Source: an optimization exercise on an open RTL-to-GDS flow (aim: small area). Production flows keep margins and buffers that such runs may drop.
Only simulation tests tie the RTL to the original design; equivalence was not proved.

==> flow/design.v, too long to show whole: its modules and the start of the top module <==
// module fc_neuron_16: 2109 lines
// module full_add: 10 lines
// module half_add: 9 lines
module fc_neuron_16 (
	input logic clk,
	input logic rst,
	input logic valid_in,
	input logic [255:0] data_in,
	output logic [15:0] data_out,
	output logic valid_out
);
  // ...
==> flow/flow/run.sh <==
#!/bin/bash
set -euo pipefail
export BUFFER_PORTS_ARGS="-buffer_cell sky130_fd_sc_hd__buf_2"
bash standard.sh > standard.log 2>&1
==> flow/standard.sh <==
#!/bin/bash
# synth_recipe.tcl (not shown) runs the flow's synth.tcl, then flattens the netlist and writes it again
# the make line also repeats each setting of config.mk as NAME=value (left out here)
make -C /OpenROAD-flow-scripts/flow DESIGN_CONFIG=/design/flow/config.mk WORK_HOME=/design/flow/orfs CLKGATE_MAP_FILE= SYNTH_SCRIPT=/design/flow/synth_recipe.tcl "${@:-finish}"
==> flow/config.mk <==
export PLATFORM = sky130hd
export DESIGN_NAME = fc_neuron_16
export DESIGN_NICKNAME = fc_neuron_16
export VERILOG_FILES = /design/flow/design.v
export SDC_FILE = /design/flow/constraint.sdc
export NUM_CORES = 4
export LEC_CHECK = 0
export CAP_MARGIN = 20
export CORE_MARGIN = 2
export CORE_UTILIZATION = 40
export GPL_TIMING_DRIVEN = 0
export SLEW_MARGIN = 20
export SYNTH_HIERARCHICAL = 1
==> flow/constraint.sdc <==
create_clock -name core_clock -period 8.0 [get_ports {clk}]
set_input_delay 1.6000 -clock core_clock [delete_from_list [all_inputs] [get_ports {clk}]]
set_output_delay 1.6000 -clock core_clock [all_outputs]
set_load 0.01 [all_outputs]
==> metrics.md, run 1 <==
| Metric | Value |
|---|---|
| Synth top area share | 76.17% |
| Clock-cell share of area | 1.467% |
| Mapped Nets | 2430 |
| Row count | 82 |
| Mapped cell area | 20470 um^2 |
| Worst path depth | 15 |
| Final WL | 67020 um |
| Reg2reg path depth | 18 |
| WL met2 | 34010 um |
| Hold Crit Class | reg2reg |
| Status | finished clean |
| Req. time, crit path | 8230 ps |
| Core Area | 50380 um^2 |
| Post_cts resized | 0 |
| Met1 Usage GRT | 34.81% |
| WHS Endpoint | valid_out$_SDFF_PP0_ |
| Slowest library cell on the worst path | fa_1 |
| Async set-reset flop share out of synthesis | 0% |
| Biggest register | data_out |
| Area post-placement | 22690 um^2 |
| Worst Hold Depth | 1 |
| First-pass GRT wire length | 95470 um |
| DRC Markers | 0 |
| Placed instance count | 2230 |
| Overflow after GRT | 0 |
| Number of flops mapped to enable cells by yosys | 0 |
| Slew @ Worst Pin | 547.3 ps |
| CTS sink count | 97 |
| CTS tree | built |
==> run 2: changes to the inputs <==
==> flow/flow/run.sh (replaced) <==
#!/bin/bash
set -euo pipefail
export BUFFER_PORTS_ARGS="-buffer_cell sky130_fd_sc_hd__buf_1"
bash standard.sh > standard.log 2>&1
==> metrics.md, run 2 <==
| Metric | Value |
|---|---|
| Status | finished clean |
| Num ports | 276 |
| Number of flops mapped to enable cells by yosys | 0 (unchanged) |
| CP Launch Type | input port |
| Top post-synthesis cells by area | fa_1 (76%), dfxtp_1 (9.5%), ha_1 (6.7%) |
| Setup repair after global routing missed its margin | no |
| Max-slew violation count | 0 |
| DPL Wire Length | 65210 um |
| WP buf/inv | 1 |
| Worst rel slew slack | 51.65% |
| DR vias | 11570 |
| Most frequent CP cell | fa_1 |
| Final period util | 98.68% |
| Kind of critical path | in2reg |
| CTS sink count | 97 (unchanged) |
| Yosys reg bits | 97 |
| Yosys Warn Count | 7 |
| Final #Nets | 2716 |
| Mapped cell area | 20470 um^2 (unchanged) |
| Gate Count Post-Synth | 1283 |
| Largest net degree at the start of global routing | 20 |
| Final Hold Vio Count | 0 |
| Area Growth Syn to Fin | 10.65% |
| Register area share after synthesis | 9.484% |
| Final WL | 66380 um (-0.95%) |
| Max_cap viols | 0 |
| Slowest library cell on the worst path | fa_1 |
| Synth cell count leaders | fa_1 (779), inv_1 (177), ha_1 (109), dfxtp_1 (97), nand2_1 (16) |
| Slew @ Worst Pin | 725.2 ps (+178.0 ps) |
| Layout cells sized above 1 | 2.986% |
| Initial Util | 40.64% |
| Clock root cell | clkbuf_16 |
| Die Span X | 230.2 um |
| Cts bufs inserted | 9 |
| Overflow after GRT | 0 (unchanged) |
| DR pass1 iterations | 4 |
| Worst Slack Setup Final | 105.3 ps |
| DRC Markers | 0 (unchanged) |
| H-tree level count | 3 |
| Synth top area share | 76.17% (unchanged) |
| Worst Path Arrival | 8120 ps |
| CP cell instances | buf_1 -> ha_1 -> fa_1 -> fa_1 -> fa_1 -> fa_1 -> fa_1 -> fa_1 -> fa_1 -> fa_1 -> fa_1 -> fa_1 -> fa_1 -> fa_1 -> fa_1 |
| Number of routed nets with antenna violations | 0 |
| Total track usage | 26.43% |
| Worst skew pair latency | 350 ps |
| Crit path largest cell delay | 660 ps |
| Row count | 82 (unchanged) |
| Met1 Usage GRT | 33.35% (-1.5 points) |
| RePlAce Congestion | 0.9763 |
| Antenna violations before repair | 1 |
| Delay-heaviest family, CP | adder cells |
| Die area | 53010 um^2 |
| Core Area | 50380 um^2 (unchanged) |
| Max reg flops | 16 |
| Top_reg_cell synth | dfxtp_1 |
| Finished Layout Cells | 2247 |
| Final-layout fill cell count | 4589 |
| First-pass GRT wire length | 94950 um (-0.54%) |
| Netlist cell types | 59 |
| Most common cell in the netlist | fa_1 |
| CTS clk-pin slew, worst paths | 70 ps |
| Worst Path Max Fanout | 3 |
| Post-layout min period | 7895 ps |
| Pre-CTS setup slack | -348.2 ps |
| Port-buffer cells | 275 |
| Placed instance count | 2230 (unchanged) |
| Synth area leader | fa_1 |
| Met3 Use GR | 8.309% |
| Biggest register | data_out |
| Vias/cell | 5.149 |
| Met2 Track Usage GR | 43.86% |
| Final setup vio count | 0 |
| Global routing's busiest layer | met2 |
| Die height | 230.2 um |
| Setup bufs post-CTS | 0 |
| Hold Crit Class | reg2reg |
| Longest Clk Path Bufs | 2 |
| Async set-reset flop share out of synthesis | 0% (unchanged) |
| Mapped Nets | 2430 (unchanged) |
| Synthesized area per cell | 15.96 um^2 |
| Worst setup EP type | flop |
| Most frequent cells in the layout | fa_1 (778), buf_1 (273), inv_1 (177), ha_1 (108), dfxtp_1 (97) |
| Req. time, crit path | 8220 ps (about the same) |
| Iter 0 DRT Violations | 625 |
| Setup TNS Final | 0 ps |
| Fmax | 126.7 MHz |
| Leading cell type in the layout, fill and taps excluded | fa_1 |
| Number of global-route vias before repair | 14040 |
| Clk_skew | 9.528 ps |
| CTS tree | built |
| Wire length per cell | 29.54 um |
-- run 2: timing repair --
action / CTS / global route
gates resized for setup: 0 / 4
endpoints found under the setup margin: 0 / 3
hold buffers: 0 / 0
-- run 2: worst paths after layout --
kind / start / endpoint / slack (ps) / depth (start not counted)
hold / removal: valid_q$_SDFF_PP0_ / valid_out$_SDFF_PP0_ / 460 / 1
setup reg to reg: s1_11_0_q$_DFF_P_ / data_out[1]$_DFF_P_ / 2140 / 18
setup / recovery: data_in[160] / s1_15_3_q$_DFF_P_ / 110 / 15
hold reg to reg: valid_q$_SDFF_PP0_ / valid_out$_SDFF_PP0_ / 460 / 1
-- run 2: final cells by class --
| class | instances | area, um^2 | area share [%] |
|---|---|---|---|
| multi-input cells | 1004 | 17840 | 78.76 |
| flip-flops and latches | 97 | 1942 | 8.571 |
| repair buffers | 275 | 1035 | 4.567 |
| well taps | 672 | 840.8 | 3.711 |
| inverters | 178 | 668.1 | 2.949 |
| clock buffers | 9 | 225.2 | 0.9941 |
| clock inverters | 7 | 72.57 | 0.3203 |
| plain buffers | 4 | 26.28 | 0.1160 |
| diodes | 1 | 2.502 | 0.01105 |
-- run 2: stage by stage --
stage | utilization, % | area (um^2) | hold WS, ps
6_report | 44.97 | 22660 | 456.2
5_1_grt | 44.97 | 22660 | 472.6
4_1_cts | 44.95 | 22650 | 458.6
3_5_place_dp | 44.36 | 22350 | 447.2
3_3_place_gp | 44.36 | 22350 | 429.1
2_1_floorplan | - | 20470 | 413.8
-- run 2: kinds of logic after synthesis --
group,Yosys count,synth area share (%)
and+or+nand+nor,54,1.522
xor gates and xnor gates,6,0.2567
DFF,97,9.484
buffers and inverters,182,3.392
adders and majority gates,891,82.98
muxes,1,0.04889
AOI/OAI and AO/OA,52,2.316
-- run 2: metal layers --
layer	vias to the layer above	part of all wire (%)	wire, um
li1	4519	-	-
met4	0	3.4	2225
met1	6497	37	24730
met2	466	50	33430
met3	87	9.0	5991
met5	-	0	0
-- run 2: Yosys stat by module (local to each module, per instance) --
module	times used	cell area, um^2	cells inside
full_add	779	20.02	1
fc_neuron_16	1	3716	411
half_add	93	12.51	1
==> run 3: changes to the inputs <==
--- a/flow/config.mk
+++ b/flow/config.mk
@@ -9,3 +9,3 @@
 export CORE_MARGIN = 2
-export CORE_UTILIZATION = 40
+export CORE_UTILIZATION = 52
 export GPL_TIMING_DRIVEN = 0
==> metrics.md, run 3 <==
| Metric | Value |
|---|---|
| Synthesized area per cell | 15.96 um^2 (unchanged) |
| Num ports | 276 (unchanged) |
| Compound-Gate Fraction of Synth Area | 2.316% (unchanged) |
| Final period util | 98.01% (-0.68 points) |
| Reg2Reg Setup Slack | 2140 ps (about the same) |
| Final Hold Vio Count | 0 (unchanged) |
| Final setup vio count | 0 (unchanged) |
| Req. time, crit path | 8210 ps (about the same) |
| RePlAce Congestion | 1.016 (+4.1%) |
| DRC Markers | 0 (unchanged) |
| Top_reg_cell synth | dfxtp_1 |
| Most frequent cells in the layout | fa_1 (778), buf_1 (274), inv_1 (177), ha_1 (108), dfxtp_1 (97) |
| Mapped Nets | 2430 (unchanged) |
| First-pass GRT wire length | 91250 um (-3.9%) |
| Final core occ | 57.96% (+13 points) |
| Longest Clk Path Bufs | 2 (unchanged) |
| Synth top area share | 76.17% (unchanged) |
| DPL Wire Length | 62970 um (-3.4%) |
| DR pass1 iterations | 5 (+1) |
| Max-slew violation count | 0 (unchanged) |
| DR vias | 11550 (-0.19%) |
| H-tree level count | 3 (unchanged) |
| Register area share after synthesis | 9.484% (unchanged) |
| Iter 0 DRT Violations | 805 (+29%) |
| Clk_skew | 6.117 ps (-3.411 ps) |
| Wire length per cell | 30.72 um (+4.0%) |
| Hold Crit Class | reg2reg |
| Final-layout fill cell count | 3176 (-31%) |
| Number of global-route vias before repair | 13630 (-2.9%) |
| Clock root cell | clkbuf_16 |
| Top post-synthesis cells by area | fa_1 (76%), dfxtp_1 (9.5%), ha_1 (6.7%) |
| Core Area | 38740 um^2 (-23%) |
| Area Growth Syn to Fin | 9.662% |
| FF/Latch Area | 1942 um^2 (unchanged) |
| Number of routed nets with antenna violations | 0 (unchanged) |
| Worst setup EP type | flop |
| CTS clk-pin slew, worst paths | 60 ps (about the same) |
| Worst Hold Depth | 1 (unchanged) |
| Crit Reg-Reg Startpoint | s1_11_0_q$_DFF_P_ |
| Number of flops mapped to enable cells by yosys | 0 (unchanged) |
| Cts bufs inserted | 9 (unchanged) |
| CP Launch Type | input port |
| Setup TNS Final | 0 ps (unchanged) |
| Gate Count Post-Synth | 1283 (unchanged) |
| Worst rel slew slack | 61.48% (+9.8 points) |
| WHS Endpoint | valid_out$_SDFF_PP0_ |
| Multi-input combinational cell area | 17840 um^2 (unchanged) |
| RR Endpoint | data_out[3]$_DFF_P_ |
| Kind of critical path | in2reg |
| Die height | 202.4 um (-12%) |
| Diode count | 0 (-1) |
| Mapped cell area | 20470 um^2 (unchanged) |
| CTS tree | built |
| Synth Area in Simple Gates | 1.522% (unchanged) |
| Async set-reset flop share out of synthesis | 0% (unchanged) |
| Slew @ Worst Pin | 577.9 ps (-147.4 ps) |
| Synth Area in XOR/XNOR | 0.2567% (unchanged) |
| Fmax | 127.5 MHz (+0.69%) |
| Worst Path Max Fanout | 3 (unchanged) |
| Worst Path Arrival | 8050 ps (-70 ps) |
| Post-synthesis mux area share | 0.04889% (unchanged) |
| Die Span X | 202.4 um (-12%) |
| Layout cells sized above 1 | 2.922% (-0.064 points) |
| Reg2reg path depth | 18 (unchanged) |
| Antenna violations before repair | 0 (-1) |
| Initial Util | 52.86% (+12 points) |
| Synth area leader | fa_1 |
| Final WL | 64260 um (-3.2%) |
| Setup repair after global routing missed its margin | no |
| Max_cap viols | 0 (unchanged) |
| Final hold slack | 447.8 ps (-8.373 ps) |
| Yosys reg bits | 97 (unchanged) |
| Biggest register | data_out |
| Main combinational cell family by area after synthesis | adder cells |
| Port-buffer cells | 275 (unchanged) |
| Overflow after GRT | 0 (unchanged) |
| Most common cell in the netlist | fa_1 |
| Final #Nets | 2716 (unchanged) |
| Synth Area in Adders | 82.98% (unchanged) |
| Status | finished clean |
| CTS sink count | 97 (unchanged) |
| Leading cell type in the layout, fill and taps excluded | fa_1 |
| Row count | 72 (-12%) |
| Max reg flops | 16 (unchanged) |
| Yosys Warn Count | 7 (unchanged) |
| Die area | 40980 um^2 (-23%) |
| Min-delay src | valid_q$_SDFF_PP0_ |
| Largest net degree at the start of global routing | 17 (-15%) |
| Total track usage | 33.17% (+6.7 points) |
| Worst skew pair latency | 340 ps (about the same) |
| Vias/cell | 5.520 (+7.2%) |
| Synth cell count leaders | fa_1 (779), inv_1 (177), ha_1 (109), dfxtp_1 (97), nand2_1 (16) |
| Post-layout min period | 7840 ps (-54.31 ps) |
| Netlist cell types | 59 (unchanged) |
run 3: routing by layer:
layer	vias to the layer above	global-route usage, %	wire length [um]
li1	4513	-	-
met1	6431	43.96	24250
met2	491	55.49	32660
met3	112	5.192	3972
met4	0	13.43	3370
met5	-	0	0
run 3: cell families (layout without fill, tap and decap cells):
kind of cell,Yosys count,in the layout
DFF,97,97
muxes,1,1
xor gates and xnor gates,6,6
adders and majority gates,891,891
buffers and inverters,182,473
AOI/OAI and AO/OA,52,52
and+or+nand+nor,54,54
run 3: critical path, stage by stage:
cell	delay [ps]
buf_1	170
ha_1	240
fa_1	410
fa_1	400
fa_1	390
fa_1	540
fa_1	450
fa_1	610
fa_1	560
fa_1	480
fa_1	390
fa_1	520
fa_1	440
fa_1	410
fa_1	450
run 3: worst max path at each step:
| stage | slack [ps] | end | startpoint |
|---|---|---|---|
| final | 160 | s1_15_3_q$_DFF_P_ | data_in[160] |
| after detailed placement | -240 | s1_23_3_q$_DFF_P_ | data_in[166] |
| after global routing | 0.4 | s1_15_3_q$_DFF_P_ | data_in[160] |
| after CTS | 110 | s1_23_3_q$_DFF_P_ | data_in[166] |
| after global placement | -210 | s1_15_3_q$_DFF_P_ | data_in[160] |
| after floorplan | 410 | s1_15_3_q$_DFF_P_ | data_in[32] |
run 3: repair_timing:
| item | CTS | global route |
|---|---|---|
| resized for setup | 0 | 3 |
| setup buffers | 0 | 0 |
| setup endpoints to repair | 0 | 2 |
| hold buffers | 0 | 0 |
run 3: per-module statistics from Yosys (local to each module, per instance):
module | area [um^2] | copies in the design | cells inside | flops+latches
half_add | 12.51 | 93 | 1 | 0
full_add | 20.02 | 779 | 1 | 0
fc_neuron_16 | 3716 | 1 | 411 | 97
run 3: per-stage QoR:
| step | instances | area [um^2] | worst slack (ps) |
|---|---|---|---|
| after detailed placement | 2076 | 22160 | -241.7 |
| final | 2092 | 22450 | 159.6 |
| after global routing | 2092 | 22450 | 0.4485 |
| after global placement | 2076 | 22160 | -212.0 |
| after floorplan | 1283 | 20470 | 414.7 |
| after CTS | 2092 | 22450 | 109.8 |
run 3: layout make-up:
| class | instances | area share [%] |
|---|---|---|
| repair buffers | 275 | 4.603 |
| clock buffers | 11 | 1.126 |
| well taps | 518 | 2.887 |
| multi-input cells | 1004 | 79.47 |
| flip-flops and latches | 97 | 8.649 |
| inverters | 178 | 2.976 |
| clock inverters | 5 | 0.1727 |
| plain buffers | 4 | 0.1170 |

[port drivers added, routing unchanged]
Ports are ideal in the flow. The routed layouts listed here were re-timed in OpenROAD.
Step 1, drivers: a clkbuf_16 drives clk and a buf_2 each remaining input, both assumed.
Step 2 also shifts input and output timing later by t, the mid clock arrival at the registers, as if the neighbouring blocks saw the same clock.
Slacks: no drivers / after step 1 / after step 2; pairs: no drivers / after step 1.
run	t (ns)	setup WS [ns]	worst setup path at the end	pins driven straight from the clock port
run 1	0.384	0.127 / 0.141 / -0.243	input to register	1
run 2	0.381	0.105 / 0.119 / -0.262	input to register	1
run 3	0.368	0.160 / 0.175 / -0.193	input to register	1
Met with ideal ports but missed after step 2: setup timing in every run listed. The setup slack of run 1, which loses most, moves by +0.014 ns with the drivers and by -0.370 ns with both steps.
